What follows belongs to an exercise in optimizing a design on an open flow for small area, a short achievable clock period and few clock cycles per item; a production flow would make more cautious choices. Where RTL was checked, it was by simulation tests only, not by an equivalence proof against the original. Function not checked in run 4: the RTL went through the layout flow alone. No activity file was given, so power comes from the tool's default toggle rates.

$ cat design/flow/run.sh
#!/bin/bash
# synth_recipe.tcl (not shown) runs the flow's synth.tcl, then flattens the netlist and writes it again
# the make line also repeats each setting of config.mk as NAME=value (left out here)
make -C /OpenROAD-flow-scripts/flow DESIGN_CONFIG=/design/flow/config.mk WORK_HOME=/design/flow/orfs CLKGATE_MAP_FILE= SYNTH_SCRIPT=/design/flow/synth_recipe.tcl finish
$ cat design/flow/config.mk
export PLATFORM = sky130hd
export DESIGN_NAME = instr_mem_sync
export DESIGN_NICKNAME = instr_mem_sync
export VERILOG_FILES = /design/flow/design.v
export SDC_FILE = /design/flow/constraint.sdc
export NUM_CORES = 4
export LEC_CHECK = 0
export CAP_MARGIN = 20
export CORE_MARGIN = 2
export CORE_UTILIZATION = 40
export SETUP_SLACK_MARGIN = 1.5
export SLEW_MARGIN = 20
$ cat design/flow/constraint.sdc
create_clock -name core_clock -period 3.1 [get_ports {clk}]
set_input_delay 0.6200 -clock core_clock [delete_from_list [all_inputs] [get_ports {clk}]]
set_output_delay 0.6200 -clock core_clock [all_outputs]
set_load 0.01 [all_outputs]
$ cat design/flow/design.v
package imem_pkg;
    localparam logic [31:0] NOP_INSTR = 32'h00000013;
    typedef enum logic {
        INIT,
        READY
    } state_t;
    typedef enum logic [1:0] {
        RD_ZERO,
        RD_RAM,
        RD_DFLT
    } rd_src_t;
    function automatic logic [31:0] word_index(input logic [31:0] addr);
        word_index = addr >> 2;
    endfunction
    function automatic logic addr_ok(input logic [31:0] addr, input logic [31:0] depth);
        addr_ok = (addr[1:0] == 2'b00) && (word_index(addr) < depth);
    endfunction
endpackage
module imem_ram #(
    parameter int DATA_W = 32
) (
    input  logic                clk,
    input  logic [7:0]          ins,      
    input  logic [DATA_W-1:0]   din,
    input  logic [7:0]          rring,    
    input  logic [7:0]          rpos,     
    output logic [DATA_W-1:0]   rdata     
);
    logic [8*DATA_W-1:0] ring_q [8];
    logic [DATA_W-1:0]   ring_rd [8];
    for (genvar r = 0; r < 8; r++) begin : g_ring
        logic [8*DATA_W-1:0] q;
        always_ff @(posedge clk) begin
            q <= {q[7*DATA_W-1:0], ins[r] ? din : q[8*DATA_W-1 -: DATA_W]};
        end
        always_comb begin
            ring_rd[r] = '0;
            for (int p = 0; p < 8; p++) begin
                ring_rd[r] = ring_rd[r] | (q[p*DATA_W +: DATA_W] & {DATA_W{rpos[p]}});
            end
        end
    end
    always_comb begin
        rdata = '0;
        for (int r = 0; r < 8; r++) begin
            rdata = rdata | (ring_rd[r] & {DATA_W{rring[r]}});
        end
    end
endmodule
module instr_mem_sync #(
    parameter int                DATA_W         = 32,
    parameter int                ADDR_W         = 8,
    parameter int                DEPTH          = 64,
    parameter logic [DATA_W-1:0] DEFAULT_INSTR  = DATA_W'(imem_pkg::NOP_INSTR),
    parameter bit                CLEAR_ON_RESET = 1'b1
) (
    input  logic              clk,
    input  logic              rst_n,
    output logic              init_done,
    input  logic              fetch_req,
    input  logic [ADDR_W-1:0] fetch_addr,
    output logic              fetch_ready,
    output logic [DATA_W-1:0] rdata,
    output logic              rvalid,
    output logic              fetch_err,
    input  logic              prog_we,
    input  logic [ADDR_W-1:0] prog_addr,
    input  logic [DATA_W-1:0] prog_wdata,
    output logic              prog_ack
);
    logic       init_q;       
    logic [2:0] off_q;        
    logic [2:0] offp1_q;      
    logic [2:0] wpos_q;       
    logic [7:0] ins_q;        
    logic       ack_q;
    logic       v1_q, e1_q;   
    logic [7:0] rring_q, rpos_q;
    logic       rvalid_q, err_q;
    logic [DATA_W-1:0] rdata_q;
    logic [DATA_W-1:0] ram_rdata, din;
    logic       fetch_acc, fetch_al, prog_al, prog_go, prog_hit;
    logic [2:0] rpos_idx, fetch_i, prog_i;
    assign fetch_acc = fetch_req && init_q;
    assign fetch_al  = (fetch_addr[1:0] == 2'b00);
    assign prog_al   = (prog_addr[1:0] == 2'b00);
    assign prog_go   = prog_we && init_q && !ack_q;
    assign fetch_i   = {fetch_addr[3:2], fetch_addr[7]};
    assign prog_i    = {prog_addr[3:2], prog_addr[7]};
    assign prog_hit  = (prog_i == wpos_q);
    assign rpos_idx  = offp1_q - fetch_i;
    always_ff @(posedge clk or negedge rst_n) begin
        if (!rst_n) begin
            init_q   <= ~CLEAR_ON_RESET;
            off_q    <= 3'd0;
            offp1_q  <= 3'd1;
            wpos_q   <= 3'd2;
            ins_q    <= {8{CLEAR_ON_RESET}};
            ack_q    <= 1'b0;
            v1_q     <= 1'b0;
            e1_q     <= 1'b0;
            rvalid_q <= 1'b0;
            err_q    <= 1'b0;
        end else begin
            off_q    <= off_q + 3'd1;
            offp1_q  <= offp1_q + 3'd1;
            wpos_q   <= wpos_q + 3'd1;
            if (!init_q) begin
                if (off_q == 3'd7) begin
                    init_q <= 1'b1;
                    ins_q  <= 8'd0;
                end
            end else begin
                for (int r = 0; r < 8; r++) begin
                    ins_q[r] <= prog_go && prog_al && prog_hit && (prog_addr[6:4] == 3'(r));
                end
            end
            ack_q    <= prog_go && (!prog_al || prog_hit);
            v1_q     <= fetch_acc;
            e1_q     <= fetch_acc && !fetch_al;
            rvalid_q <= v1_q;
            err_q    <= e1_q;
        end
    end
    always_ff @(posedge clk) begin
        for (int k = 0; k < 8; k++) begin
            rring_q[k] <= (fetch_addr[6:4] == 3'(k));
            rpos_q[k]  <= fetch_al && (rpos_idx == 3'(k));
        end
        rdata_q <= ram_rdata | (e1_q ? DEFAULT_INSTR : '0);
    end
    assign din = init_q ? prog_wdata : DEFAULT_INSTR;
    imem_ram #(
        .DATA_W (DATA_W)
    ) u_ram (
        .clk   (clk),
        .ins   (ins_q),
        .din   (din),
        .rring (rring_q),
        .rpos  (rpos_q),
        .rdata (ram_rdata)
    );
    assign init_done   = init_q;
    assign fetch_ready = init_q;
    assign rdata       = rdata_q;
    assign rvalid      = rvalid_q;
    assign fetch_err   = err_q;
    assign prog_ack    = ack_q;
endmodule
==> metrics.csv, run 1 <==
metric;value;unit
ys.flop_type;dfxtp_1;
final_core_utilization;52.5;%
path_delay_family;flip-flops;
clockBufferDepth;3;
cts_tree;built;
synth_edf_count;0;
crit_buf_inv;2;
path_clk_slew;60;ps
slew_viol_final;0;
period_minus_slack;2150;ps
fmax;0.465;GHz
dp_hpwl;82.6;mm
status;timing/DRC/antenna clean;
worst_slack;951;ps
synth_cell_types;33;
pre_cts_ws;722;ps
num_vias;39000;
fin_crit_sh;69.3;%
grt_use_met2;39.0;%
slew-limit-headroom;52.5;%
hold_buffers;0;
grt_use_met1;36.4;%
wl;196;mm
top_usage_layer;met2;
drtPass1Iterations;6;
mostFrequentLayoutCells;2,048 x dfxtp_1, 762 x a22oi_1, 384 x a22oi_2, 288 x nand4_1, 224 x mux2_2;
tightest_slew;710;ps
grt_overflow;0;
antenna_found_initial;3;
cts_made_buffers;194;
grt_max_degree;72;
p_leak;0.0277;uW
port-buffer-count;88;
via_per_inst;5.88;
place.gp.congestion;0.770;
syn-num-nets;4314;
final_common_cell;dfxtp_1;
ys_ff_latch;2119;
start_kind;register;
cp-end-kind;output port;
first_iter_violations;4226;
finalPower;52900;uW
crit_path_max_fanout;2;
clock-sinks;2119;
regToRegEndpoint;rdata_q[3]$_DFF_P_;
syn_avg_cell_area;13.6;um^2
die_y;384;um
crit_chain;buf_6 -> buf_6;
maxCapViolCount;0;
drive_above_1_share;29.9;%
ys_seq_area_share;73.6;%
final-hold-violation-count;0;
route.detailed.drc;0;
finalSetupViolCount;0;
synth_area;0.0578;mm^2
syn_inst;4256;
arrival;1530;ps
hold_class;input port to asynchronous set/reset pin;
clock_skew;23.4;ps
async_flop_share;1.09;%
crit_type;register to output port;
dieWidth;384;um
crit_path_top_delay_cell;dfrtp_4;
core_area;0.143;mm^2
grt_pass1_wl;277;mm
wl_per_cell;29.5;um
root_buffer;clkbuf_16;
htreeDepth;4;
reg2reg_from;rpos_q[3]$_DFF_P_;
met3_usage;4.44;%
reg2reg_slack;1170;ps
cp_slowest_stage_delay;490;ps
cpMostUsedCell;buf_6;
worstSkewPairLatency;810;ps
rsz0062_at_grt;true;
nets;4623;
p_per_area;703;mW/mm^2
grt_pass1_vias;38900;
worstPathRequired;2480;ps
rows;139;
initial_core_util;40.3;%
grt_use_total;25.6;%
synthToLayoutAreaGrowth;30.3;%
tns;0;ps
die_area;0.148;mm^2
ant_nets;0;
peakVddDrop;614;uV
rr_worst_depth;7;
ys_warn_count;3;
io_pins;89;
metal layers:
| metal | vias to the layer above | routed length (um) |
|---|---|---|
| met5 | - | 0 |
| met4 | 0 | 7690 |
| met3 | 352 | 16200 |
| met2 | 1905 | 85500 |
| met1 | 20100 | 86400 |
| li1 | 16700 | - |
stage by stage:
stage	cells	hold slack, ps	instance area (um^2)
2_1_floorplan	4256	324	57800
3_3_place_gp	5999	332	60700
3_5_place_dp	5999	336	60700
4_1_cts	6591	267	73900
5_1_grt	6627	337	75300
6_report	6628	253	75300
registers in the layout, indices dropped and copies added (netlist names), 3 cells and up:
signal	count
wpos_q	3
u_ram.g_ring.q	2048
rpos_q	8
ins_q	8
rring_q	8
rdata_q	32
off_q	3
offp1_q	3
final cells by class:
| cell class | count | area (um^2) |
|---|---|---|
| fillers | 11600 | 68200 |
| flip-flops and latches | 2119 | 42700 |
| multi-input cells | 1812 | 16100 |
| repair buffers | 429 | 7580 |
| clock buffers | 311 | 6060 |
| well taps | 1903 | 2380 |
| clock inverters | 44 | 424 |
| inverters | 9 | 33.8 |
| diodes | 1 | 2.50 |
worst max-delay path by stage:
stage / startpoint / endpoint / slack [ps] / cells after the start
3_3_place_gp: fetch_addr[7] / rpos_q[1]$_DFF_P_ / 710 / 7
5_1_grt: init_q$_DFF_PN0_ / init_done / 910 / 2
3_5_place_dp: prog_addr[2] / ins_q[0]$_DFFE_PN1P_ / 720 / 5
2_1_floorplan: fetch_addr[7] / rpos_q[0]$_DFF_P_ / 1390 / 6
6_report: init_q$_DFF_PN0_ / init_done / 950 / 2
4_1_cts: init_q$_DFF_PN0_ / init_done / 910 / 2
report_power, final:
group	switching [uW]	internal, uW
Combinational	801	526
Sequential	154	27300
Clock	10400	13700
cell usage after synthesis, drive strengths merged (7+ instances only):
cell / instances / area [um^2]
a21oi: 28 / 140
a22oi: 1146 / 8600
and2: 30 / 188
buf: 140 / 664
clkbuf: 176 / 661
dfrtp: 13 / 325
dfstp: 10 / 263
dfxtp: 2096 / 42000
inv: 9 / 33.8
mux2: 232 / 2610
nand2: 7 / 26.3
nand4: 288 / 1800
nor2: 37 / 139
kinds of logic after synthesis:
kind of cell,Yosys count,share of synthesized area (%)
AND/OR/NAND/NOR,381,3.96
buffers and inverters,325,2.35
XOR/XNOR,8,0.121
adder cells (fa/ha/maj),6,0.143
AO/OA/AOI/OAI,1185,15.3
multiplexers,232,4.52
flip-flops,2119,73.6
what timing repair did:
item	in CTS	in global routing
endpoints found under the setup margin	338	105
resized for setup	798	181
cloned	105	17
buffers inserted	132	19
pin swaps	287	184
Testbench counts, summed over its fixed seeds: cycles 13,090, items 12,000.
==> inputs of run 2 (changes only) <==
--- a/design/flow/config.mk
+++ b/design/flow/config.mk
@@ -10,3 +10,3 @@
 export CORE_UTILIZATION = 40
-export SETUP_SLACK_MARGIN = 1.5
+export SETUP_SLACK_MARGIN = 0.7
 export SLEW_MARGIN = 20
==> run 2 against run 1 <==
  * Clock power hardly changed
  * Global-route usage is 5.3 points lower
  * Highest routed layer unchanged
  * Non-clock buffer count is 247 lower
  * Fmax is 8.0% lower
  * Combinational power is 45% lower
  * Total power is 1.1% lower
  * Still clean
  * Cell area is 10% lower
  * Synthesized area stayed put
  * Synthesized cell count stayed put
  * Largest cell class unchanged
  * Sequential power hardly changed
==> metrics.csv, run 2 <==
metric;value;unit;change
status;timing/DRC/antenna clean;;unchanged
ys.flop_type;dfxtp_1;;unchanged
antenna_found_initial;5;;was 3
final_cell_area;0.0677;mm^2;was 0.0753 mm^2
grt_pass1_vias;36800;;was 38,900
first_iter_violations;3119;;was 4,226
initial_core_util;40.3;%;unchanged
worstPathRequired;2480;ps;about the same
ys_top_cells_by_count;2,096 x dfxtp_1, 1,146 x a22oi_1, 288 x nand4_1, 232 x mux2_2, 176 x clkbuf_1;;unchanged
syn-num-nets;4314;;unchanged
core_area;0.143;mm^2;unchanged
pre_cts_ws;605;ps;was 722 ps
crit_path_max_fanout;1;;was 2
die_area;0.148;mm^2;unchanged
grt_overflow;0;;unchanged
rr_worst_depth;5;;was 7
clock_skew;32.4;ps;was 23.4 ps
tightest_slew;1020;ps;was 710 ps
place_area;0.0611;mm^2;was 0.0607 mm^2
cp-end-kind;output port;;unchanged
crit_type;register to output port;;unchanged
finalSetupViolCount;0;;unchanged
crit_path_top_delay_cell;clkdlybuf4s50_1;;was dfrtp_4
fin_crit_sh;75.3;%;was 69.3%
worstSkewPairLatency;830;ps;was 810 ps
cts_tree;built;;unchanged
wl;153;mm;was 196 mm
root_buffer;clkbuf_16;;unchanged
slew-limit-headroom;32.0;%;was 52.5%
peakVddDrop;535;uV;was 614 uV
dp_hpwl;83.4;mm;was 82.6 mm
p_per_area;773;mW/mm^2;was 703 mW/mm^2
num_vias;35500;;was 39,000
worst_slack;765;ps;was 951 ps
synth_top_area_cell;dfxtp_1;;unchanged
hold_class;input port to asynchronous set/reset pin;;unchanged
yosysMostFrequentCell;dfxtp_1;;unchanged
yosysTopAreaCellShare;72.6;%;unchanged
synth_area;0.0578;mm^2;unchanged
grt_max_degree;75;;was 72
drive_above_1_share;15.2;%;was 29.9%
syn_avg_cell_area;13.6;um^2;unchanged
crit_buf_inv;1;;was 2
grt_use_total;20.3;%;was 25.6%
ant_nets;0;;unchanged
layout.cells.non_filler;6392;;was 6,628
ys_ff_latch;2119;;unchanged
place.gp.congestion;0.782;;was 0.770
ys_seq_area_share;73.6;%;unchanged
start_kind;register;;unchanged
htreeDepth;4;;unchanged
regToRegEndpoint;rdata_q[26]$_DFF_P_;;was rdata_q[3]$_DFF_P_
clockBufferDepth;3;;unchanged
rsz0062_at_grt;false;;was true
path_delay_family;buffers and inverters;;was flip-flops
top_register;u_ram.g_ring.q;;unchanged
async_flop_share;1.09;%;unchanged
syn_inst;4256;;unchanged
synth_area_leaders;dfxtp_1 73%, a22oi_1 15%, mux2_2 4.5%, nand4_1 3.1%, clkbuf_1 1.1%;;unchanged
fmax;0.428;GHz;was 0.465 GHz
slew_viol_final;0;;unchanged
io_pins;89;;unchanged
nets;4377;;was 4,623
p_leak;0.0252;uW;was 0.0277 uW
place_inst;6022;;was 5,999
reg2reg_from;rpos_q[6]$_DFF_P_;;was rpos_q[3]$_DFF_P_
tns;0;ps;unchanged
grt_pass1_wl;229;mm;was 277 mm
drtPass1Iterations;8;;was 6
hold_buffers;0;;unchanged
cp_slowest_stage_delay;550;ps;was 490 ps
arrival;1710;ps;was 1530 ps
synth_cell_types;33;;unchanged
period_minus_slack;2330;ps;was 2150 ps
reg2reg_slack;920;ps;was 1170 ps
largest_register_ff_count;2048;;unchanged
final_common_cell;dfxtp_1;;unchanged
rows;139;;unchanged
port-buffer-count;88;;unchanged
die_y;384;um;unchanged
crit_cells;1;;was 2
dieWidth;384;um;unchanged
mostFrequentLayoutCells;2,068 x dfxtp_1, 1,146 x a22oi_1, 288 x nand4_1, 232 x mux2_2, 197 x clkbuf_16;;was 2,048 x dfxtp_1, 762 x a22oi_1, 384 x a22oi_2, 288 x nand4_1, 224 x mux2_2
cts_made_buffers;195;;was 194
via_per_inst;5.55;;was 5.88
clock-sinks;2119;;unchanged
maxCapViolCount;0;;unchanged
route.detailed.drc;0;;unchanged
top_regs;u_ram.g_ring.q: 2048 flops, rdata_q: 32 flops;;unchanged
synth_edf_count;0;;unchanged
final-hold-violation-count;0;;unchanged
synthToLayoutAreaGrowth;17.2;%;was 30.3%
wl_per_cell;23.9;um;was 29.5 um
crit_chain;clkdlybuf4s50_1;;was buf_6 -> buf_6
ys_warn_count;3;;unchanged
path_clk_slew;70;ps;was 60 ps
## run 2: cell counts after synthesis
No cell type changed its count.
## run 2: kinds of logic after synthesis
kind of cell | Yosys count | share of synthesized area (%)
fa+ha+maj | 6 | 0.143
compound gates | 1185 | 15.3
flops | 2119 | 73.6
buf+inv | 325 | 2.35
mux | 232 | 4.52
simple gates | 381 | 3.96
xor+xnor | 8 | 0.121
## run 2: worst max path at each step
stage / slack [ps] / endpoint / start
after floorplan: 1250 / rpos_q[0]$_DFF_P_ / fetch_addr[7]
after global placement: 570 / rpos_q[1]$_DFF_P_ / fetch_addr[7]
after detailed placement: 600 / rpos_q[1]$_DFF_P_ / fetch_addr[7]
after CTS: 560 / init_done / init_q$_DFF_PN0_
after global routing: 700 / rdata[5] / rdata_q[5]$_DFF_P_
final: 770 / rvalid / rvalid_q$_DFF_PN0_
## run 2: per-layer routing
metal	track usage [%]	vias up	wire [um]	share of wire, %
li1	-	16100	-	-
met1	28.3	17900	71100	47
met2	31.4	1132	67900	44
met3	3.60	256	8820	5.8
met4	8.00	0	4930	3.2
met5	0	-	0	0
## run 2: repair_timing
action	in CTS	in global routing
pin swaps	0	0
setup buffers	3	0
gates resized for setup	40	1
endpoints found under the setup margin	25	1
## run 2: power by group
| part | internal [uW] | switching, uW | leakage, uW | total, uW |
|---|---|---|---|---|
| Clock | 13900 | 10300 | 0.00326 | 24100 |
| Sequential | 27400 | 158 | 0.0172 | 27500 |
| Combinational | 222 | 516 | 0.00477 | 738 |
| Total | 41400 | 10900 | 0.0252 | 52400 |
## run 2: per-stage QoR
stage	hold slack [ps]	total power [uW]	utilization, %
after CTS	141	52700	47.2
after global routing	189	53900	47.2
after floorplan	324	28300	-
final	173	52400	47.2
after global placement	332	28900	42.6
after detailed placement	336	28900	42.6
## run 2: layout make-up
class                      instances  area [um^2]
antenna                            1         2.50
clock buffer                     298         5820
clock inverter                    68          778
fill                           12600        75700
inverter                           9         33.8
multi-input combinational       1812        13900
sequential                      2119        42600
tap                             1903         2380
timing repair buffer             182         2180
==> inputs of run 3 (changes only) <==
--- a/design/flow/config.mk
+++ b/design/flow/config.mk
@@ -9,3 +9,4 @@
 export CORE_MARGIN = 2
-export CORE_UTILIZATION = 40
+export CORE_UTILIZATION = 65
+export PLACE_DENSITY = 0.75
 export SETUP_SLACK_MARGIN = 0.7
==> run 3 against run 2 <==
  * Critical endpoint is now rdata[17]
  * Fmax down 1.0%
  * Synthesized cell count is the same
  * Still clean on timing, DRC and antenna
  * Cell area is 2.5% lower
  * Via count increased by 1.1%
==> metrics.csv, run 3 <==
metric;value;unit;change
status;timing/DRC/antenna clean;;unchanged
place.gp.congestion;0.800;;was 0.782
worstSkewPairLatency;780;ps;was 830 ps
final_common_cell;dfxtp_1;;unchanged
synth_area_leaders;dfxtp_1 73%, a22oi_1 15%, mux2_2 4.5%, nand4_1 3.1%, clkbuf_1 1.1%;;unchanged
synth_edf_count;0;;unchanged
rows;109;;was 139
tns;0;ps;unchanged
clock_skew;27.4;ps;was 32.4 ps
yosysMostFrequentCell;dfxtp_1;;unchanged
peakVddDrop;728;uV;was 535 uV
port-buffer-count;88;;unchanged
top_register;u_ram.g_ring.q;;unchanged
ys_ff_latch;2119;;unchanged
via_per_inst;6.39;;was 5.55
place_area;0.0598;mm^2;was 0.0611 mm^2
mostFrequentLayoutCells;2,068 x dfxtp_1, 1,146 x a22oi_1, 288 x nand4_1, 232 x mux2_2, 189 x clkbuf_16;;was 2,068 x dfxtp_1, 1,146 x a22oi_1, 288 x nand4_1, 232 x mux2_2, 197 x clkbuf_16
clock-sinks;2119;;unchanged
final-hold-violation-count;0;;unchanged
p_sw;10400;uW;was 10,900 uW
period_minus_slack;2360;ps;was 2330 ps
clockBufferDepth;3;;unchanged
clock_power_share;45.0;%;was 46.0%
rsz0062_at_grt;false;;unchanged
fmax;0.424;GHz;was 0.428 GHz
combinationalPowerShare;1.3;%;was 1.4%
top_regs;u_ram.g_ring.q: 2048 flops, rdata_q: 32 flops;;unchanged
route.detailed.drc;0;;unchanged
core_area;0.0882;mm^2;was 0.143 mm^2
maxCapViolCount;0;;unchanged
ys_warn_count;3;;unchanged
yosysTopAreaCellShare;72.6;%;unchanged
grt_pass1_vias;37300;;was 36,800
swShare;20.4;%;was 20.9%
synth_top_area_cell;dfxtp_1;;unchanged
antenna_found_initial;11;;was 5
die_y;302;um;was 384 um
root_buffer;clkbuf_16;;unchanged
ys_seq_area_share;73.6;%;unchanged
syn_inst;4256;;unchanged
cp_slowest_stage_delay;550;ps;about the same
internal-power;40800;uW;was 41,400 uW
worst_slack;742;ps;was 765 ps
fin_crit_sh;76.1;%;was 75.3%
crit_buf_inv;1;;unchanged
tightest_slew;1070;ps;was 1020 ps
place_inst;5269;;was 6,022
crit_chain;clkdlybuf4s50_1;;unchanged
ant_nets;0;;unchanged
synthToLayoutAreaGrowth;14.3;%;was 17.2%
drive_above_1_share;14.3;%;was 15.2%
initial_core_util;65.5;%;was 40.3%
largest_register_ff_count;2048;;unchanged
fillers;5460;;was 12,600
path_delay_family;buffers and inverters;;unchanged
crit_path_max_fanout;1;;unchanged
crit_type;register to output port;;unchanged
ys.flop_type;dfxtp_1;;unchanged
pre_cts_ws;660;ps;was 605 ps
slew_viol_final;0;;unchanged
arrival;1740;ps;was 1710 ps
p_per_area;776;mW/mm^2;was 773 mW/mm^2
ys_top_cells_by_count;2,096 x dfxtp_1, 1,146 x a22oi_1, 288 x nand4_1, 232 x mux2_2, 176 x clkbuf_1;;unchanged
grt_pass1_wl;222;mm;was 229 mm
hold_class;input port to asynchronous set/reset pin;;unchanged
finalSetupViolCount;0;;unchanged
synth_area;0.0578;mm^2;unchanged
p_leak;0.0248;uW;was 0.0252 uW
drtPass1Iterations;6;;was 8
first_iter_violations;3407;;was 3,119
dieWidth;302;um;was 384 um
synth_cell_types;33;;unchanged
cts_tree;built;;unchanged
layout.cells.non_filler;5606;;was 6,392
worstPathRequired;2480;ps;about the same
slew-limit-headroom;28.6;%;was 32.0%
die_area;0.0913;mm^2;was 0.148 mm^2
start_kind;register;;unchanged
htreeDepth;4;;unchanged
syn-num-nets;4314;;unchanged
wl;146;mm;was 153 mm
seq_power_share;53.7;%;was 52.5%
grt_overflow;0;;unchanged
hold_buffers;0;;unchanged
final_cell_area;0.0661;mm^2;was 0.0677 mm^2
grt_use_total;31.9;%;was 20.3%
cp-end-kind;output port;;unchanged
syn_avg_cell_area;13.6;um^2;unchanged
grt_max_degree;83;;was 75
dp_hpwl;79.3;mm;was 83.4 mm
nets;4352;;was 4,377
path_clk_slew;60;ps;was 70 ps
async_flop_share;1.09;%;unchanged
io_pins;89;;unchanged
num_vias;35800;;was 35,500
wl_per_cell;26.1;um;was 23.9 um
crit_path_top_delay_cell;clkdlybuf4s50_1;;unchanged
cts_made_buffers;187;;was 195
-- run 3: cell counts after synthesis --
Identical to the previous run, type by type.
-- run 3: metal layers --
layer | vias up | global-route usage [%] | part of all wire, %
met3 | 297 | 5.47 | 6.7
met5 | - | 0 | 0
met1 | 18000 | 43.0 | 43
met2 | 1478 | 50.9 | 47
li1 | 16000 | - | -
met4 | 0 | 13.8 | 3.8
-- run 3: power groups by stage --
stage          logic, uW  registers, uW  clock network, uW
4_1_cts              653          27500              23200
5_1_grt              685          27500              24400
3_3_place_gp         648          28100                  0
6_report             661          27500              23100
2_1_floorplan        328          28000                  0
3_5_place_dp         649          28100                  0
-- run 3: repair_timing --
| action | CTS | global route |
|---|---|---|
| setup buffers | 1 | 0 |
| gates resized for setup | 23 | 1 |
| endpoints found under the setup margin | 18 | 1 |
-- run 3: cell families (layout without fill, tap and decap cells) --
family	Yosys count	count (layout)	share of synthesized area [%]
DFF	2119	2119	73.6
AOI/OAI and AO/OA	1185	1185	15.3
and+or+nand+nor	381	381	3.96
buffers and inverters	325	504	2.35
muxes	232	232	4.52
xor gates and xnor gates	8	8	0.121
adders and majority gates	6	6	0.143
other	0	6	0
-- run 3: worst paths after layout --
path                                                start                             end  slack, ps  cells past startpoint
setup reg to reg                        rpos_q[3]$_DFF_P_             rdata_q[26]$_DFF_P_        890                      6
hold / removal                                      rst_n                  e1_q$_DFF_PN0_        320                      1
setup / recovery                      rdata_q[17]$_DFF_P_                       rdata[17]        740                      1
min in group core_clock    u_ram.g_ring[1].q[110]$_DFF_P_  u_ram.g_ring[1].q[142]$_DFF_P_        330                      0
hold reg to reg            u_ram.g_ring[1].q[110]$_DFF_P_  u_ram.g_ring[1].q[142]$_DFF_P_        330                      0
max in group asynchronous                           rst_n            ins_q[5]$_DFFE_PN1P_       2080                      2
-- run 3: area by class of cell --
cell class	instances	area, um^2	share of cell area, %
diodes	6	15.0	0.0227
clock buffers	280	5530	8.37
clock inverters	50	651	0.985
inverters	9	33.8	0.0511
multi-input cells	1812	13900	21.0
flip-flops and latches	2119	42600	64.6
well taps	1165	1460	2.21
repair buffers	165	1830	2.77
-- run 3: per-stage QoR --
step	utilization, %	hold WS [ps]	total power [uW]
2_1_floorplan	-	324	28300
3_3_place_gp	67.8	332	28800
3_5_place_dp	67.8	336	28800
4_1_cts	74.9	316	51400
5_1_grt	74.9	339	52600
6_report	74.9	321	51200
==> inputs of run 4 (changes only) <==
--- a/design/flow/design.v
+++ b/design/flow/design.v
@@ -24,7 +24,5 @@
     input  logic [DATA_W-1:0]   din,
-    input  logic [7:0]          rring,    
-    input  logic [7:0]          rpos,     
+    input  logic [63:0]         rsel,     
     output logic [DATA_W-1:0]   rdata     
 );
-    logic [8*DATA_W-1:0] ring_q [8];
     logic [DATA_W-1:0]   ring_rd [8];
@@ -38,3 +36,3 @@
             for (int p = 0; p < 8; p++) begin
-                ring_rd[r] = ring_rd[r] | (q[p*DATA_W +: DATA_W] & {DATA_W{rpos[p]}});
+                ring_rd[r] = ring_rd[r] | (q[p*DATA_W +: DATA_W] & {DATA_W{rsel[8*r+p]}});
             end
@@ -45,3 +43,3 @@
         for (int r = 0; r < 8; r++) begin
-            rdata = rdata | (ring_rd[r] & {DATA_W{rring[r]}});
+            rdata = rdata | ring_rd[r];
         end
@@ -77,3 +75,3 @@
     logic       v1_q, e1_q;   
-    logic [7:0] rring_q, rpos_q;
+    logic [63:0] rsel_q;
     logic       rvalid_q, err_q;
@@ -125,5 +123,4 @@
     always_ff @(posedge clk) begin
-        for (int k = 0; k < 8; k++) begin
-            rring_q[k] <= (fetch_addr[6:4] == 3'(k));
-            rpos_q[k]  <= fetch_al && (rpos_idx == 3'(k));
+        for (int k = 0; k < 64; k++) begin
+            rsel_q[k] <= fetch_al && (fetch_addr[6:4] == 3'(k / 8)) && (rpos_idx == 3'(k % 8));
         end
@@ -138,4 +135,3 @@
         .din   (din),
-        .rring (rring_q),
-        .rpos  (rpos_q),
+        .rsel  (rsel_q),
         .rdata (ram_rdata)
--- a/design/flow/config.mk
+++ b/design/flow/config.mk
@@ -9,4 +9,3 @@
 export CORE_MARGIN = 2
-export CORE_UTILIZATION = 65
-export PLACE_DENSITY = 0.75
+export CORE_UTILIZATION = 40
 export SETUP_SLACK_MARGIN = 0.7
==> run 4 against run 3 <==
  * Synthesized area rose by 1.1%
  * Clock-buffer cell count rose by 20
  * Sequential power rose by 2%
  * Die area rose by 63%
  * First-iteration DRC count rose by 89%
  * Total power rose by 5.1%
  * Sequential share of layout area fell by 0.28 points
  * Critical path depth did not move
  * Via count rose by 8.9%
  * Critical path type unchanged
  * Non-clock buffer count fell by 31
  * Largest cell class unchanged
  * Clock power rose by about 10%
  * Setup slack got worse by 18 ps
==> metrics.csv, run 4 <==
metric;value;unit;change
synth_cell_types;35;;was 33
peakVddDrop;645;uV;was 728 uV
synth_top_family_by_area;compound AO/OA/AOI/OAI gates;;unchanged
dieWidth;386;um;was 302 um
async_flop_share;1.06;%;was 1.09%
slew_viol_final;0;;unchanged
grt_pass1_wl;302;mm;was 222 mm
ant_nets;0;;unchanged
synth_compound_area_share;15.6;%;was 15.3%
cts_made_buffers;199;;was 187
crit_type;register to output port;;unchanged
syn_inst;4065;;was 4,256
ys_top_cells_by_count;2,144 x dfxtp_1, 492 x a22o_1, 489 x a221oi_1, 232 x mux2_2, 129 x nand4_1;;was 2,096 x dfxtp_1, 1,146 x a22oi_1, 288 x nand4_1, 232 x mux2_2, 176 x clkbuf_1
worst_slack;724;ps;was 742 ps
yosysTopAreaCellShare;73.5;%;was 72.6%
top_register;u_ram.g_ring.q;;unchanged
grt_max_degree;37;;was 83
pre_cts_ws;87.6;ps;was 660 ps
finalSetupViolCount;0;;unchanged
path_clk_slew;60;ps;about the same
crit_path_top_delay_cell;clkdlybuf4s50_1;;unchanged
final_core_utilization;46.8;%;was 74.9%
first_iter_violations;6455;;was 3,407
htreeDepth;4;;unchanged
synth_area;0.0584;mm^2;was 0.0578 mm^2
crit_buf_inv;1;;unchanged
cts_tree;built;;unchanged
place.gp.congestion;0.836;;was 0.800
die_y;386;um;was 302 um
route.detailed.drc;0;;unchanged
synth-simple-area-share;3.07;%;was 3.96%
via_per_inst;6.26;;was 6.39
rsz0062_at_grt;true;;was false
io_pins;89;;unchanged
muxShareOfSynthArea;4.47;%;was 4.52%
path_delay_family;buffers and inverters;;unchanged
p_leak;0.0261;uW;was 0.0248 uW
ys.flop_type;dfxtp_1;;unchanged
status;timing/DRC/antenna clean;;unchanged
synthToLayoutAreaGrowth;16.6;%;was 14.3%
port-buffer-count;88;;unchanged
core_area;0.145;mm^2;was 0.0882 mm^2
crit_path_max_fanout;1;;unchanged
slew-limit-headroom;18.6;%;was 28.6%
num_vias;39000;;was 35,800
yosysMostFrequentCell;dfxtp_1;;unchanged
top_regs;u_ram.g_ring.q: 2048 flops, rsel_q: 64 flops, rdata_q: 32 flops;;was u_ram.g_ring.q: 2048 flops, rdata_q: 32 flops
final-hold-violation-count;0;;unchanged
crit_chain;clkdlybuf4s50_1;;unchanged
fillers;12700;;was 5,460
grt_pass1_vias;38000;;was 37,300
fmax;0.421;GHz;was 0.424 GHz
largest_register_ff_count;2048;;unchanged
tns;0;ps;unchanged
fin_crit_sh;76.6;%;was 76.1%
period_minus_slack;2380;ps;was 2360 ps
synthXorXnorAreaFrac;0.120;%;was 0.121%
syn_avg_cell_area;14.4;um^2;was 13.6 um^2
maxCapViolCount;0;;unchanged
tightest_slew;1220;ps;was 1070 ps
worstPathRequired;2480;ps;about the same
wl_per_cell;35.9;um;was 26.1 um
start_kind;register;;unchanged
initial_core_util;40.2;%;was 65.5%
p_per_area;791;mW/mm^2;was 776 mW/mm^2
die_area;0.149;mm^2;was 0.0913 mm^2
ys_seq_area_share;74.5;%;was 73.6%
syn-num-nets;4123;;was 4,314
rows;140;;was 109
mostFrequentLayoutCells;2,075 x dfxtp_1, 492 x a22o_1, 489 x a221oi_1, 232 x mux2_2, 207 x clkbuf_16;;was 2,068 x dfxtp_1, 1,146 x a22oi_1, 288 x nand4_1, 232 x mux2_2, 189 x clkbuf_16
dp_hpwl;110;mm;was 79.3 mm
wl;224;mm;was 146 mm
grt_use_total;29.2;%;was 31.9%
worstSkewPairLatency;810;ps;was 780 ps
root_buffer;clkbuf_16;;unchanged
hold_class;register to register;;was input port to asynchronous set/reset pin
drive_above_1_share;16.2;%;was 14.3%
synth_adder_area_share;0.141;%;was 0.143%
synth_top_area_cell;dfxtp_1;;unchanged
synth_area_leaders;dfxtp_1 73%, a22o_1 7.4%, a221oi_1 7.3%, mux2_2 4.5%, nand4_1 1.4%;;was dfxtp_1 73%, a22oi_1 15%, mux2_2 4.5%, nand4_1 3.1%, clkbuf_1 1.1%
cp-end-kind;output port;;unchanged
antenna_found_initial;13;;was 11
final_common_cell;dfxtp_1;;unchanged
clock-sinks;2167;;was 2,119
cp_slowest_stage_delay;560;ps;was 550 ps
clockBufferDepth;3;;unchanged
ys_warn_count;3;;unchanged
grt_overflow;0;;unchanged
synth_edf_count;0;;unchanged
ys_ff_latch;2167;;was 2,119
nets;4201;;was 4,352
clock_skew;28.6;ps;was 27.4 ps
drtPass1Iterations;6;;unchanged
arrival;1760;ps;was 1740 ps
-- run 4: changes by cell type in the layout (fill, tap and decap cells not counted), moves of 25 or more --
cell / previous run / this run
a221oi_1: 0 / 489
nor2_1: 37 / 99
a22oi_1: 1146 / 38
or4_1: 0 / 29
buf_12: 30 / 5
dfxtp_4: 12 / 62
nand4_1: 288 / 129
a22o_1: 0 / 492
-- run 4: cell families after synthesis --
group | after synthesis
compound gates | 1058
xor+xnor | 8
fa+ha+maj | 6
buf+inv | 265
flops | 2167
mux | 232
simple gates | 329
-- run 4: layout make-up --
type | count | area [um^2] | area share (%)
tap | 1917 | 2400 | 3.52
sequential | 2167 | 43800 | 64.3
clock inverter | 76 | 810 | 1.19
timing repair buffer | 134 | 1280 | 1.88
multi-input combinational | 1633 | 13700 | 20.1
clock buffer | 300 | 6110 | 8.97
inverter | 8 | 30.0 | 0.0441
antenna | 3 | 7.51 | 0.0110
-- run 4: metrics by stage --
step           power, uW  hold WS, ps  instances  cell area, um^2
2_1_floorplan      28800          324       4065            58400
3_3_place_gp       29000          332       5855            61100
3_5_place_dp       29000          336       5855            61100
4_1_cts            53800          340       6234            68100
5_1_grt            55000          341       6235            68100
6_report           53900          336       6238            68100
-- run 4: power breakdown --
part           leakage, uW  internal (uW)  total, uW  switching, uW
sequential          0.0176          27900      28100            181
clock              0.00344          14800      25500          10700
combinational      0.00509            123        299            176
-- run 4: path summary, 6_finish.rpt --
path	startpoint	to	slack (ps)	depth (start not counted)
max in group asynchronous	rst_n	init_q$_DFF_PN0_	2040	2
min in group asynchronous	rst_n	v1_q$_DFF_PN0_	470	2
max	rdata_q[16]$_DFF_P_	rdata[16]	720	1
min reg2reg	u_ram.g_ring[4].q[103]$_DFF_P_	u_ram.g_ring[4].q[135]$_DFF_P_	340	0
max reg2reg	offp1_q[0]$_DFF_PN1_	rsel_q[26]$_DFF_P_	750	8
min	u_ram.g_ring[4].q[103]$_DFF_P_	u_ram.g_ring[4].q[135]$_DFF_P_	340	0
-- run 4: timing repair --
item                                    CTS  global route
endpoints found under the setup margin   11            33
setup buffers                             2             1
gates resized for setup                  13             3
cloned                                    0             0
hold endpoints to repair                 13             0
hold buffers                              1             0
-- run 4: routing by layer --
metal	part of all wire [%]	wire length [um]	vias to the layer above	track usage (%)
met1	42	93200	19800	41.5
li1	-	-	15600	-
met3	12	26800	572	6.78
met5	0.0058	13	-	0
met2	42	94600	3059	42.7
met4	4.2	9350	2	12.4
==> inputs of run 5 (changes only) <==
--- a/design/flow/design.v
+++ b/design/flow/design.v
@@ -24,5 +24,7 @@
     input  logic [DATA_W-1:0]   din,
-    input  logic [63:0]         rsel,     
+    input  logic [7:0]          rring,    
+    input  logic [7:0]          rpos,     
     output logic [DATA_W-1:0]   rdata     
 );
+    logic [8*DATA_W-1:0] ring_q [8];
     logic [DATA_W-1:0]   ring_rd [8];
@@ -36,3 +38,3 @@
             for (int p = 0; p < 8; p++) begin
-                ring_rd[r] = ring_rd[r] | (q[p*DATA_W +: DATA_W] & {DATA_W{rsel[8*r+p]}});
+                ring_rd[r] = ring_rd[r] | (q[p*DATA_W +: DATA_W] & {DATA_W{rpos[p]}});
             end
@@ -43,3 +45,3 @@
         for (int r = 0; r < 8; r++) begin
-            rdata = rdata | ring_rd[r];
+            rdata = rdata | (ring_rd[r] & {DATA_W{rring[r]}});
         end
@@ -69,4 +71,6 @@
     logic       init_q;       
+    logic       clr_q;        
+    logic       rdy_q;        
     logic [2:0] off_q;        
-    logic [2:0] offp1_q;      
+    logic [7:0] offoh_q;      
     logic [2:0] wpos_q;       
@@ -75,3 +79,3 @@
     logic       v1_q, e1_q;   
-    logic [63:0] rsel_q;
+    logic [7:0] rring_q, rpos_q;
     logic       rvalid_q, err_q;
@@ -80,4 +84,5 @@
     logic       fetch_acc, fetch_al, prog_al, prog_go, prog_hit;
-    logic [2:0] rpos_idx, fetch_i, prog_i;
-    assign fetch_acc = fetch_req && init_q;
+    logic [7:0] rpos_oh;
+    logic [2:0] fetch_i, prog_i;
+    assign fetch_acc = fetch_req && rdy_q;
     assign fetch_al  = (fetch_addr[1:0] == 2'b00);
@@ -88,3 +93,7 @@
     assign prog_hit  = (prog_i == wpos_q);
-    assign rpos_idx  = offp1_q - fetch_i;
+    always_comb begin
+        for (int k = 0; k < 8; k++) begin
+            rpos_oh[k] = offoh_q[3'(fetch_i + 3'(k))];
+        end
+    end
     always_ff @(posedge clk or negedge rst_n) begin
@@ -92,4 +101,6 @@
             init_q   <= ~CLEAR_ON_RESET;
+            clr_q    <= CLEAR_ON_RESET;
+            rdy_q    <= ~CLEAR_ON_RESET;
             off_q    <= 3'd0;
-            offp1_q  <= 3'd1;
+            offoh_q  <= 8'b0000_0010;
             wpos_q   <= 3'd2;
@@ -103,7 +114,9 @@
             off_q    <= off_q + 3'd1;
-            offp1_q  <= offp1_q + 3'd1;
+            offoh_q  <= {offoh_q[6:0], offoh_q[7]};
             wpos_q   <= wpos_q + 3'd1;
-            if (!init_q) begin
+            rdy_q    <= init_q;
+            if (clr_q) begin
                 if (off_q == 3'd7) begin
                     init_q <= 1'b1;
+                    clr_q  <= 1'b0;
                     ins_q  <= 8'd0;
@@ -123,4 +136,5 @@
     always_ff @(posedge clk) begin
-        for (int k = 0; k < 64; k++) begin
-            rsel_q[k] <= fetch_al && (fetch_addr[6:4] == 3'(k / 8)) && (rpos_idx == 3'(k % 8));
+        for (int k = 0; k < 8; k++) begin
+            rring_q[k] <= (fetch_addr[6:4] == 3'(k));
+            rpos_q[k]  <= fetch_al && rpos_oh[k];
         end
@@ -128,3 +142,3 @@
     end
-    assign din = init_q ? prog_wdata : DEFAULT_INSTR;
+    assign din = clr_q ? DEFAULT_INSTR : prog_wdata;
     imem_ram #(
@@ -135,3 +149,4 @@
         .din   (din),
-        .rsel  (rsel_q),
+        .rring (rring_q),
+        .rpos  (rpos_q),
         .rdata (ram_rdata)
@@ -139,3 +154,3 @@
     assign init_done   = init_q;
-    assign fetch_ready = init_q;
+    assign fetch_ready = rdy_q;
     assign rdata       = rdata_q;
--- a/design/flow/config.mk
+++ b/design/flow/config.mk
@@ -9,4 +9,5 @@
 export CORE_MARGIN = 2
-export CORE_UTILIZATION = 40
-export SETUP_SLACK_MARGIN = 0.7
+export CORE_UTILIZATION = 65
+export PLACE_DENSITY = 0.75
+export SETUP_SLACK_MARGIN = 1.5
 export SLEW_MARGIN = 20
==> run 5 against run 4 <==
  * Largest cell class unchanged
  * Setup slack better by 260 ps
  * Sequential power is 2% lower
  * Cell area is 8.4% higher
  * Clock power is 6% lower
  * Fmax is 12% higher
  * Wire length is 5.8% lower
  * Global-route usage is 13 points higher
  * Total power is 3.9% lower
  * Critical path type is now register to register
  * Register-to-register slack better by 230 ps
==> metrics.csv, run 5 <==
metric;value;unit;change
seq_power_share;53.1;%;was 52.2%
ant_nets;0;;unchanged
wl;211;mm;was 224 mm
port-buffer-count;88;;unchanged
rows;109;;was 140
swShare;20.9;%;was 20.5%
cp-end-kind;register;;was output port
clock_power_share;46.2;%;was 47.3%
ys_top_cells_by_count;2,096 x dfxtp_1, 1,146 x a22oi_1, 288 x nand4_1, 232 x mux2_2, 176 x clkbuf_1;;was 2,144 x dfxtp_1, 492 x a22o_1, 489 x a221oi_1, 232 x mux2_2, 129 x nand4_1
hold_buffers;0;;was 1
drive_above_1_share;28.7;%;was 16.2%
clockBufferDepth;3;;unchanged
synthToLayoutAreaGrowth;27.2;%;was 16.6%
core_area;0.0884;mm^2;was 0.145 mm^2
ys_seq_area_share;73.6;%;was 74.5%
syn_avg_cell_area;13.7;um^2;was 14.4 um^2
antenna_found_initial;8;;was 13
path_clk_slew;70;ps;was 60 ps
synth_edf_count;0;;unchanged
cts_made_buffers;185;;was 199
p_per_area;701;mW/mm^2;was 791 mW/mm^2
maxCapViolCount;0;;unchanged
largest_register_ff_count;2048;;unchanged
clock-sinks;2126;;was 2,167
grt_use_total;42.2;%;was 29.2%
tns;0;ps;unchanged
combinationalPowerShare;0.7;%;was 0.6%
top_regs;u_ram.g_ring.q: 2048 flops, rdata_q: 32 flops;;was u_ram.g_ring.q: 2048 flops, rsel_q: 64 flops, rdata_q: 32 flops
grt_pass1_wl;283;mm;was 302 mm
slew_viol_final;0;;unchanged
cts_tree;built;;unchanged
final-hold-violation-count;0;;unchanged
clock_skew;40.2;ps;was 28.6 ps
place_inst;5284;;was 5,855
mostFrequentLayoutCells;2,049 x dfxtp_1, 764 x a22oi_1, 382 x a22oi_2, 288 x nand4_1, 232 x mux2_2;;was 2,075 x dfxtp_1, 492 x a22o_1, 489 x a221oi_1, 232 x mux2_2, 207 x clkbuf_16
async_flop_share;1.41;%;was 1.06%
htreeDepth;4;;unchanged
arrival;2760;ps;was 1760 ps
tightest_slew;1060;ps;was 1220 ps
syn_inst;4245;;was 4,065
root_buffer;clkbuf_16;;unchanged
crit_type;register to register;;was register to output port
yosysTopAreaCellShare;72.3;%;was 73.5%
crit_path_max_fanout;12;;was 1
via_per_inst;7.19;;was 6.26
cp_slowest_stage_delay;870;ps;was 560 ps
grt_pass1_vias;42000;;was 38,000
synth_area_leaders;dfxtp_1 72%, a22oi_1 15%, mux2_2 4.5%, nand4_1 3.1%, clkbuf_1 1.1%;;was dfxtp_1 73%, a22o_1 7.4%, a221oi_1 7.3%, mux2_2 4.5%, nand4_1 1.4%
seqCellArea;0.0429;mm^2;was 0.0438 mm^2
die_y;303;um;was 386 um
synth_cell_types;36;;was 35
die_area;0.0917;mm^2;was 0.149 mm^2
fmax;0.472;GHz;was 0.421 GHz
layout.cells.non_filler;5874;;was 6,238
worstSkewPairLatency;820;ps;was 810 ps
p_leak;0.0275;uW;was 0.0261 uW
crit_path_top_delay_cell;dfxtp_2;;was clkdlybuf4s50_1
crit_chain;buf_4 -> a22oi_2 -> nand4_1;;was clkdlybuf4s50_1
status;timing/DRC/antenna clean;;unchanged
grt_overflow;0;;unchanged
p_sw;10800;uW;was 11,000 uW
route.detailed.drc;0;;unchanged
num_vias;42300;;was 39,000
fillers;3905;;was 12,700
synth_area;0.0580;mm^2;was 0.0584 mm^2
finalSetupViolCount;0;;unchanged
syn-num-nets;4302;;was 4,123
slew-limit-headroom;29.6;%;was 18.6%
synth_top_area_cell;dfxtp_1;;unchanged
hold_class;input port to asynchronous set/reset pin;;was register to register
io_pins;89;;unchanged
multi_input_area;0.0162;mm^2;was 0.0137 mm^2
place.gp.congestion;0.802;;was 0.836
worstPathRequired;3740;ps;was 2480 ps
first_iter_violations;6072;;was 6,455
drtPass1Iterations;8;;was 6
initial_core_util;65.7;%;was 40.2%
period_minus_slack;2120;ps;was 2380 ps
fin_crit_sh;68.4;%;was 76.6%
dp_hpwl;77.6;mm;was 110 mm
nets;4612;;was 4,201
dieWidth;303;um;was 386 um
top_register;u_ram.g_ring.q;;unchanged
ys_warn_count;3;;unchanged
final_common_cell;dfxtp_1;;unchanged
ys.flop_type;dfxtp_1;;unchanged
peakVddDrop;698;uV;was 645 uV
grt_max_degree;71;;was 37
internal-power;40900;uW;was 42,800 uW
yosysMostFrequentCell;dfxtp_1;;unchanged
start_kind;register;;unchanged
wl_per_cell;35.9;um;about the same
ys_ff_latch;2126;;was 2,167
rsz0062_at_grt;true;;unchanged
## run 5: cell type report
cell class / count / area share (%)
Multi-Input combinational cell: 1824 / 21.9
Clock buffer: 282 / 7.46
Timing Repair Buffer: 411 / 9.64
Tap cell: 1165 / 1.97
Inverter: 7 / 0.0390
Clock inverter: 55 / 0.923
Antenna cell: 4 / 0.0136
Sequential cell: 2126 / 58.1
## run 5: final timing paths
path	cells after the start	slack [ps]	from	to
max	3	980	rring_q[0]$_DFF_P_	rdata_q[3]$_DFF_P_
min	2	220	rst_n	off_q[1]$_DFF_PN0_
max reg2reg	3	980	rring_q[0]$_DFF_P_	rdata_q[3]$_DFF_P_
min reg2reg	0	320	u_ram.g_ring[6].q[220]$_DFF_P_	u_ram.g_ring[6].q[252]$_DFF_P_
max in group asynchronous	2	2560	rst_n	offoh_q[1]$_DFF_PN1_
min in group core_clock	0	320	u_ram.g_ring[6].q[220]$_DFF_P_	u_ram.g_ring[6].q[252]$_DFF_P_
## run 5: cell families (layout without fill, tap and decap cells)
group | after synthesis | in the layout | share of synthesized area [%]
AOI/OAI and AO/OA | 1189 | 1189 | 15.3
xor gates and xnor gates | 7 | 7 | 0.106
adders and majority gates | 5 | 5 | 0.108
buffers and inverters | 295 | 755 | 2.05
DFF | 2126 | 2126 | 73.6
muxes | 245 | 245 | 4.90
other | 0 | 4 | 0
and+or+nand+nor | 378 | 378 | 3.95
## run 5: what timing repair did
action | 4_1_cts | 5_1_grt
gates cloned | 88 | 14
pin swaps | 228 | 176
endpoints found under the setup margin | 336 | 167
buffers inserted | 109 | 38
gates resized for setup | 650 | 233
## run 5: worst max-delay path: cells and delay by family, from the launching register on
family | cells | cell delay (ps)
AO/OA/AOI/OAI | 1 | 150
buffers and inverters | 1 | 530
flip-flops | 1 | 870
AND/OR/NAND/NOR | 1 | 380
## run 5: power by group through the flow
stage,clock network [uW],registers (uW),logic [uW]
after global routing,24800,27500,369
final,23900,27500,373
after floorplan,0,28100,101
after CTS,23400,27500,333
after detailed placement,0,28100,323
after global placement,0,28100,322
## run 5: stage by stage
step / utilization, % / hold WS [ps] / setup WS [ps] / total power [uW] / area (um^2)
finish: 83.6 / 224 / 980 / 51800 / 73800
global route: 83.5 / 259 / 1030 / 52700 / 73800
CTS: 81.5 / 213 / 1140 / 51200 / 72000
detailed placement: 68.1 / 336 / 540 / 28400 / 60200
global placement: 68.1 / 332 / 536 / 28400 / 60200
floorplan: - / 324 / 1260 / 28200 / 58100
## run 5: metal layers
layer	part of all wire, %	GRT usage [%]
met1	35	53.5
met2	43	63.8
met3	13	11.6
met4	9.0	28.0
met5	0.015	0
Testbench counts of run 5, summed over its fixed seeds: cycles 13,090, items 12,000.
==> inputs of run 6 (changes only) <==
--- a/design/flow/config.mk
+++ b/design/flow/config.mk
@@ -11,3 +11,3 @@
 export PLACE_DENSITY = 0.75
-export SETUP_SLACK_MARGIN = 1.5
+export SETUP_SLACK_MARGIN = 1.2
 export SLEW_MARGIN = 20
==> run 6 against run 5 <==
  * Core utilization down 7.3 points
  * Total power down 0.32%
  * Register-to-register slack better by 190 ps
  * Worst hold slack worse by 11 ps
  * Setup slack better by 150 ps
  * Final cell count down 3.2%
  * Critical endpoint is now rdata[20]
  * Critical path type is now register to output port
  * Still clean
  * Sequential share of layout area up 5.5 points
==> metrics.csv, run 6 <==
metric;value;unit;change
worstSkewPairLatency;800;ps;was 820 ps
drive_above_1_share;16.9;%;was 28.7%
cts_made_buffers;185;;unchanged
rows;109;;unchanged
worstPathRequired;2480;ps;was 3740 ps
path_clk_slew;70;ps;about the same
clock_power_share;46.1;%;was 46.2%
grt_overflow;0;;unchanged
initial_core_util;65.7;%;unchanged
reg2reg_slack;1170;ps;was 980 ps
p_per_area;765;mW/mm^2;was 701 mW/mm^2
swShare;20.4;%;was 20.9%
ys_top_cells_by_count;2,096 x dfxtp_1, 1,146 x a22oi_1, 288 x nand4_1, 232 x mux2_2, 176 x clkbuf_1;;unchanged
drtPass1Iterations;8;;unchanged
crit_chain;buf_6;;was buf_4 -> a22oi_2 -> nand4_1
mostFrequentLayoutCells;2,059 x dfxtp_1, 1,143 x a22oi_1, 288 x nand4_1, 232 x mux2_2, 190 x clkbuf_16;;was 2,049 x dfxtp_1, 764 x a22oi_1, 382 x a22oi_2, 288 x nand4_1, 232 x mux2_2
cts_tree;built;;unchanged
cp-end-kind;output port;;was register
combinationalPowerShare;0.6;%;was 0.7%
fin_crit_sh;63.7;%;was 68.4%
period_minus_slack;1970;ps;was 2120 ps
tns;0;ps;unchanged
port-buffer-count;88;;unchanged
hold_buffers;0;;unchanged
ant_nets;0;;unchanged
route.detailed.drc;0;;unchanged
final_common_cell;dfxtp_1;;unchanged
ys_warn_count;3;;unchanged
place.gp.congestion;0.808;;was 0.802
layout.cells.non_filler;5686;;was 5,874
maxCapViolCount;0;;unchanged
synth_area_leaders;dfxtp_1 72%, a22oi_1 15%, mux2_2 4.5%, nand4_1 3.1%, clkbuf_1 1.1%;;unchanged
die_y;303;um;unchanged
slew-limit-headroom;27.7;%;was 29.6%
grt_max_degree;74;;was 71
ys_seq_area_share;73.6;%;unchanged
die_area;0.0917;mm^2;unchanged
arrival;1350;ps;was 2760 ps
crit_type;register to output port;;was register to register
hold_class;input port to asynchronous set/reset pin;;unchanged
seq_power_share;53.3;%;was 53.1%
syn-num-nets;4302;;unchanged
worst_slack;1130;ps;was 980 ps
hold_ws;213;ps;was 224 ps
synth_top_area_cell;dfxtp_1;;unchanged
num_vias;37000;;was 42,300
syn_inst;4245;;unchanged
async_flop_share;1.41;%;unchanged
core_area;0.0884;mm^2;unchanged
largest_register_ff_count;2048;;unchanged
io_pins;89;;unchanged
grt_use_total;32.5;%;was 42.2%
synth_cell_types;36;;unchanged
crit_path_max_fanout;1;;was 12
ys.flop_type;dfxtp_1;;unchanged
nets;4419;;was 4,612
grt_pass1_wl;226;mm;was 283 mm
antenna_found_initial;6;;was 8
tightest_slew;1080;ps;was 1060 ps
syn_avg_cell_area;13.7;um^2;unchanged
clock_skew;30.8;ps;was 40.2 ps
p_leak;0.0256;uW;was 0.0275 uW
slew_viol_final;0;;unchanged
p_sw;10500;uW;was 10,800 uW
yosysMostFrequentCell;dfxtp_1;;unchanged
peakVddDrop;614;uV;was 698 uV
finalSetupViolCount;0;;unchanged
wl;153;mm;was 211 mm
internal-power;41000;uW;was 40,900 uW
final-hold-violation-count;0;;unchanged
status;timing/DRC/antenna clean;;unchanged
start_kind;register;;unchanged
synthToLayoutAreaGrowth;16.1;%;was 27.2%
crit_buf_inv;1;;unchanged
synth_edf_count;0;;unchanged
crit_path_top_delay_cell;dfxtp_4;;was dfxtp_2
top_regs;u_ram.g_ring.q: 2048 flops, rdata_q: 32 flops;;unchanged
path_delay_family;flip-flops;;unchanged
via_per_inst;6.50;;was 7.19
ys_ff_latch;2126;;unchanged
cp_slowest_stage_delay;430;ps;was 870 ps
yosysTopAreaCellShare;72.3;%;unchanged
first_iter_violations;4076;;was 6,072
htreeDepth;4;;unchanged
clockBufferDepth;3;;unchanged
fmax;0.507;GHz;was 0.472 GHz
clock-sinks;2126;;unchanged
place_inst;5295;;was 5,284
root_buffer;clkbuf_16;;unchanged
top_register;u_ram.g_ring.q;;unchanged
dp_hpwl;78.4;mm;was 77.6 mm
rsz0062_at_grt;true;;unchanged
dieWidth;303;um;unchanged
synth_area;0.0580;mm^2;unchanged
wl_per_cell;26.9;um;was 35.9 um
grt_pass1_vias;37500;;was 42,000
pre_cts_ws;567;ps;was 540 ps
[run 6: stage by stage]
stage | total power (uW) | utilization (%) | instance area [um^2]
after floorplan | 28200 | - | 58100
after global placement | 28400 | 68.1 | 60200
after detailed placement | 28400 | 68.1 | 60200
after CTS | 51600 | 75.7 | 66900
after global routing | 52800 | 76.3 | 67400
final | 51600 | 76.3 | 67400
[run 6: repair_timing]
action	4_1_cts	5_1_grt
gates resized for setup	215	11
pin swaps	2	6
gates cloned	1	4
setup endpoints to repair	163	34
setup buffers	15	25
[run 6: logic make-up (layout without fill, tap and decap cells)]
group / after synthesis / count (layout) / synth area share, %
flops: 2126 / 2126 / 73.6
other cells: 0 / 4 / 0
buf+inv: 295 / 567 / 2.05
compound gates: 1189 / 1189 / 15.3
mux: 245 / 245 / 4.90
simple gates: 378 / 378 / 3.95
xor+xnor: 7 / 7 / 0.106
fa+ha+maj: 5 / 5 / 0.108
[run 6: worst paths after layout]
kind / startpoint / endpoint / depth (start not counted)
max: rdata_q[20]$_DFF_P_ / rdata[20] / 1
min: rst_n / wpos_q[0]$_DFF_PN0_ / 2
max reg2reg: rpos_q[6]$_DFF_P_ / rdata_q[0]$_DFF_P_ / 5
min reg2reg: u_ram.g_ring[2].q[156]$_DFF_P_ / u_ram.g_ring[2].q[188]$_DFF_P_ / 0
max in group asynchronous: rst_n / offoh_q[1]$_DFF_PN1_ / 2
min in group core_clock: u_ram.g_ring[2].q[156]$_DFF_P_ / u_ram.g_ring[2].q[188]$_DFF_P_ / 0
[run 6: routing by layer]
layer | wire, um | track usage (%)
met1 | 65600 | 44.9
met2 | 69300 | 50.9
met3 | 11800 | 5.31
met4 | 6150 | 14.3
met5 | 0 | 0
[run 6: layout make-up]
| cell class | count | area, um^2 |
|---|---|---|
| diodes | 4 | 10.0 |
| flip-flops and latches | 2126 | 42800 |
| inverters | 7 | 26.3 |
| well taps | 1165 | 1460 |
| fillers | 5328 | 21000 |
| repair buffers | 218 | 2500 |
| multi-input cells | 1824 | 14200 |
| clock buffers | 276 | 5480 |
| clock inverters | 66 | 941 |
[run 6: power groups by stage]
stage | Clock [uW] | Combinational (uW) | Sequential [uW]
final | 23800 | 330 | 27500
after floorplan | 0 | 99.8 | 28100
after global routing | 25000 | 337 | 27500
after detailed placement | 0 | 322 | 28100
after CTS | 23900 | 323 | 27500
after global placement | 0 | 322 | 28100
==> inputs of run 7 (changes only) <==
--- a/design/flow/config.mk
+++ b/design/flow/config.mk
@@ -10,2 +10,3 @@
 export CORE_UTILIZATION = 65
+export CTS_BUF_LIST = sky130_fd_sc_hd__clkbuf_8
 export PLACE_DENSITY = 0.75
==> run 7 against run 6 <==
  * Synthesized cell count stayed put
  * Critical path depth stayed put
  * Register-to-register slack worse by 90 ps
  * Fmax is 7.8% lower
  * Global-route usage hardly changed
  * Via count is 1.2% higher
  * Clock-buffer cell count is 111 higher
  * Clock power is about 10% lower
  * Core utilization is 0.11 points lower
  * Critical endpoint is now init_done
  * Highest routed layer unchanged
==> metrics.csv, run 7 <==
metric;value;unit;change
htreeDepth;5;;was 4
synth_compound_area_share;15.3;%;unchanged
fin_crit_sh;69.1;%;was 63.7%
peakVddDrop;566;uV;was 614 uV
drtPass1Iterations;6;;was 8
dieWidth;303;um;unchanged
reg2reg_from;rpos_q[3]$_DFF_P_;;was rpos_q[6]$_DFF_P_
fillers;5428;;was 5,328
cp_slowest_stage_delay;410;ps;was 430 ps
crit_path_max_fanout;2;;was 1
clock-sinks;2126;;unchanged
rr_worst_depth;6;;was 5
ys_ff_latch;2126;;unchanged
rsz0062_at_grt;true;;unchanged
slew-limit-headroom;29.6;%;was 27.7%
synthToLayoutAreaGrowth;16.0;%;was 16.1%
wl_per_cell;26.2;um;was 26.9 um
crit_cells;1;;unchanged
fmax;0.467;GHz;was 0.507 GHz
syn-num-nets;4302;;unchanged
path_clk_slew;60;ps;was 70 ps
ys.flop_type;dfxtp_1;;unchanged
tightest_slew;1050;ps;was 1080 ps
place_area;0.0602;mm^2;unchanged
finalSetupViolCount;0;;unchanged
clock_skew;71.7;ps;was 30.8 ps
syn_inst;4245;;unchanged
syn_avg_cell_area;13.7;um^2;unchanged
nets;4561;;was 4,419
cp-end-kind;output port;;unchanged
reg2reg_slack;1080;ps;was 1170 ps
grt_pass1_vias;38300;;was 37,500
wl;154;mm;was 153 mm
top_regs;u_ram.g_ring.q: 2048 flops, rdata_q: 32 flops;;unchanged
crit_buf_inv;1;;unchanged
grt_overflow;0;;unchanged
die_y;303;um;unchanged
period_minus_slack;2140;ps;was 1970 ps
clockBufferDepth;4;;was 3
final-hold-violation-count;0;;unchanged
muxShareOfSynthArea;4.90;%;unchanged
top_register;u_ram.g_ring.q;;unchanged
ys_warn_count;3;;unchanged
slew_viol_final;0;;unchanged
arrival;1520;ps;was 1350 ps
root_buffer;clkbuf_8;;was clkbuf_16
yosysTopAreaCellShare;72.3;%;unchanged
rows;109;;unchanged
hold_buffers;0;;unchanged
synth_cell_types;36;;unchanged
grt_pass1_wl;227;mm;was 226 mm
cp-endpoint;init_done;;was rdata[20]
start_kind;register;;unchanged
first_iter_violations;3828;;was 4,076
tns;0;ps;unchanged
initial_core_util;65.7;%;unchanged
crit_chain;buf_2;;was buf_6
io_pins;89;;unchanged
largest_register_ff_count;2048;;unchanged
synth-simple-area-share;3.95;%;unchanged
place.gp.congestion;0.808;;unchanged
port-buffer-count;88;;unchanged
synth_area;0.0580;mm^2;unchanged
path_delay_family;flip-flops;;unchanged
mostFrequentLayoutCells;2,051 x dfxtp_1, 1,130 x a22oi_1, 387 x clkbuf_8, 288 x nand4_1, 232 x mux2_2;;was 2,059 x dfxtp_1, 1,143 x a22oi_1, 288 x nand4_1, 232 x mux2_2, 190 x clkbuf_16
final_common_cell;dfxtp_1;;unchanged
cts_tree;built;;unchanged
grt_use_total;32.5;%;about the same
route.detailed.drc;0;;unchanged
regToRegEndpoint;rdata_q[21]$_DFF_P_;;was rdata_q[0]$_DFF_P_
die_area;0.0917;mm^2;unchanged
crit_path_top_delay_cell;dfrtp_1;;was dfxtp_4
ys_top_cells_by_count;2,096 x dfxtp_1, 1,146 x a22oi_1, 288 x nand4_1, 232 x mux2_2, 176 x clkbuf_1;;unchanged
async_flop_share;1.41;%;unchanged
num_vias;37400;;was 37,000
p_leak;0.0260;uW;was 0.0256 uW
core_area;0.0884;mm^2;unchanged
worstPathRequired;2480;ps;about the same
drive_above_1_share;19.5;%;was 16.9%
multi_input_area;0.0142;mm^2;about the same
maxCapViolCount;0;;unchanged
crit_type;register to output port;;unchanged
ant_nets;0;;unchanged
cts_made_buffers;315;;was 185
crit_start;init_q$_DFFE_PN0P_;;was rdata_q[20]$_DFF_P_
dp_hpwl;78.4;mm;unchanged
grt_max_degree;74;;unchanged
synth_area_leaders;dfxtp_1 72%, a22oi_1 15%, mux2_2 4.5%, nand4_1 3.1%, clkbuf_1 1.1%;;unchanged
synth_edf_count;0;;unchanged
status;timing/DRC/antenna clean;;unchanged
hold_class;input port to asynchronous set/reset pin;;unchanged
synthXorXnorAreaFrac;0.106;%;unchanged
seqCellArea;0.0428;mm^2;about the same
synth_top_family_by_area;compound AO/OA/AOI/OAI gates;;unchanged
ys_seq_area_share;73.6;%;unchanged
synth_top_area_cell;dfxtp_1;;unchanged
yosysMostFrequentCell;dfxtp_1;;unchanged
via_per_inst;6.36;;was 6.50
p_per_area;731;mW/mm^2;was 765 mW/mm^2
worstSkewPairLatency;970;ps;was 800 ps
antenna_found_initial;7;;was 6
synth_adder_area_share;0.108;%;unchanged
final_cell_area;0.0673;mm^2;was 0.0674 mm^2
## run 7: cell count changes in the layout (fill, tap and decap cells not counted), moves of 13 or more
| cell | before | now |
|---|---|---|
| a22oi_2 | 3 | 16 |
| bufinv_16 | 14 | 1 |
| clkbuf_8 | 49 | 387 |
| a22oi_1 | 1143 | 1130 |
| clkbuf_1 | 41 | 0 |
| clkbuf_16 | 190 | 5 |
| inv_1 | 7 | 109 |
## run 7: layer usage
layer  up-vias  global-route usage, %  routed length [um]
li1      16500                      -                   -
met3       349                   5.94               12400
met2      1847                   50.2               69400
met5         -                      0                   0
met1     18700                   44.9               66500
met4         0                   14.8                5660
## run 7: report_power, final
| group | leakage (uW) | internal [uW] | switching, uW |
|---|---|---|---|
| logic | 0.00513 | 115 | 216 |
| registers | 0.0174 | 27400 | 85.5 |
| clock network | 0.00348 | 11300 | 10100 |
## run 7: stage by stage
stage	util [%]	hold slack, ps	setup slack (ps)	std cells	power [uW]
3_3_place_gp	68.1	332	564	5295	28400
5_1_grt	76.2	70.0	928	5883	50600
2_1_floorplan	-	324	1210	4245	28200
6_report	76.2	51.2	959	5884	49200
4_1_cts	75.4	3.95	901	5840	49400
3_5_place_dp	68.1	336	567	5295	28400
## run 7: what timing repair did
item / in CTS / in global routing
pin swaps: 2 / 12
cloned: 3 / 6
gates resized for setup: 222 / 42
setup endpoints to repair: 183 / 59
buffers inserted: 16 / 32
## run 7: logic make-up after synthesis
kind of cell / Yosys count
AOI/OAI and AO/OA: 1189
xor gates and xnor gates: 7
adders and majority gates: 5
buffers and inverters: 295
DFF: 2126
muxes: 245
and+or+nand+nor: 378
## run 7: cell type report
cell class | instances | area share, %
diodes | 6 | 0.0223
flip-flops and latches | 2126 | 63.7
clock buffers | 387 | 7.91
repair buffers | 230 | 4.13
multi-input cells | 1824 | 21.1
clock inverters | 139 | 0.952
inverters | 7 | 0.0390
well taps | 1165 | 2.17
## run 7: how the worst min path moves through the flow
| stage | start | endpoint | slack [ps] | cells after the start |
|---|---|---|---|---|
| floorplan | rst_n | ack_q$_DFF_PN0_ | 320 | 0 |
| global placement | u_ram.g_ring[2].q[164]$_DFF_P_ | u_ram.g_ring[2].q[196]$_DFF_P_ | 330 | 0 |
| detailed placement | u_ram.g_ring[7].q[3]$_DFF_P_ | u_ram.g_ring[7].q[35]$_DFF_P_ | 340 | 0 |
| CTS | rst_n | e1_q$_DFF_PN0_ | 4 | 2 |
| global route | rst_n | wpos_q[0]$_DFF_PN0_ | 70 | 2 |
| finish | rst_n | wpos_q[0]$_DFF_PN0_ | 50 | 2 |

## port drivers added, routing unchanged
In the flow no input, the clock included, has a driving cell. The finished layouts below were timed again as built, in two steps. Step 1 (the two cells are an assumption about what drives the block):
set clk [get_ports {clk}]
set_driving_cell -lib_cell sky130_fd_sc_hd__clkbuf_16 $clk
set_driving_cell -lib_cell sky130_fd_sc_hd__buf_2 [delete_from_list [all_inputs] $clk]
Step 2, shift: input delay + t, output delay - t, t = (earliest + latest rising clock arrival at the registers) / 2. This alone moves slack from input paths to output paths. a / b / c = ideal ports / drivers / drivers and shift; a / b = the first two.
run | t (ns) | setup WS [ns] | worst setup path after step 2 | slew at the worst register clock pin (ns)
run 1 | 0.875 | 0.951 / 0.875 / 0.732 | input to register | 0.07 / 0.07
run 2 | 0.883 | 0.765 / 0.690 / 0.596 | input to register | 0.07 / 0.07
run 3 | 0.835 | 0.742 / 0.676 / 0.653 | input to register | 0.07 / 0.07
run 4 | 0.872 | 0.724 / 0.645 / 0.069 | input to register | 0.07 / 0.07
run 5 | 0.873 | 0.980 / 0.980 / 0.786 | input to register | 0.09 / 0.09
run 6 | 0.859 | 1.126 / 1.054 / 0.526 | input to register | 0.07 / 0.07
run 7 | 1.003 | 0.959 / 0.890 / 0.556 | input to register | 0.07 / 0.07
After both steps setup and hold are still met in every run listed. For run 4, which loses most, drivers alone change the setup slack by -0.079 ns; drivers and shift together by -0.655 ns.
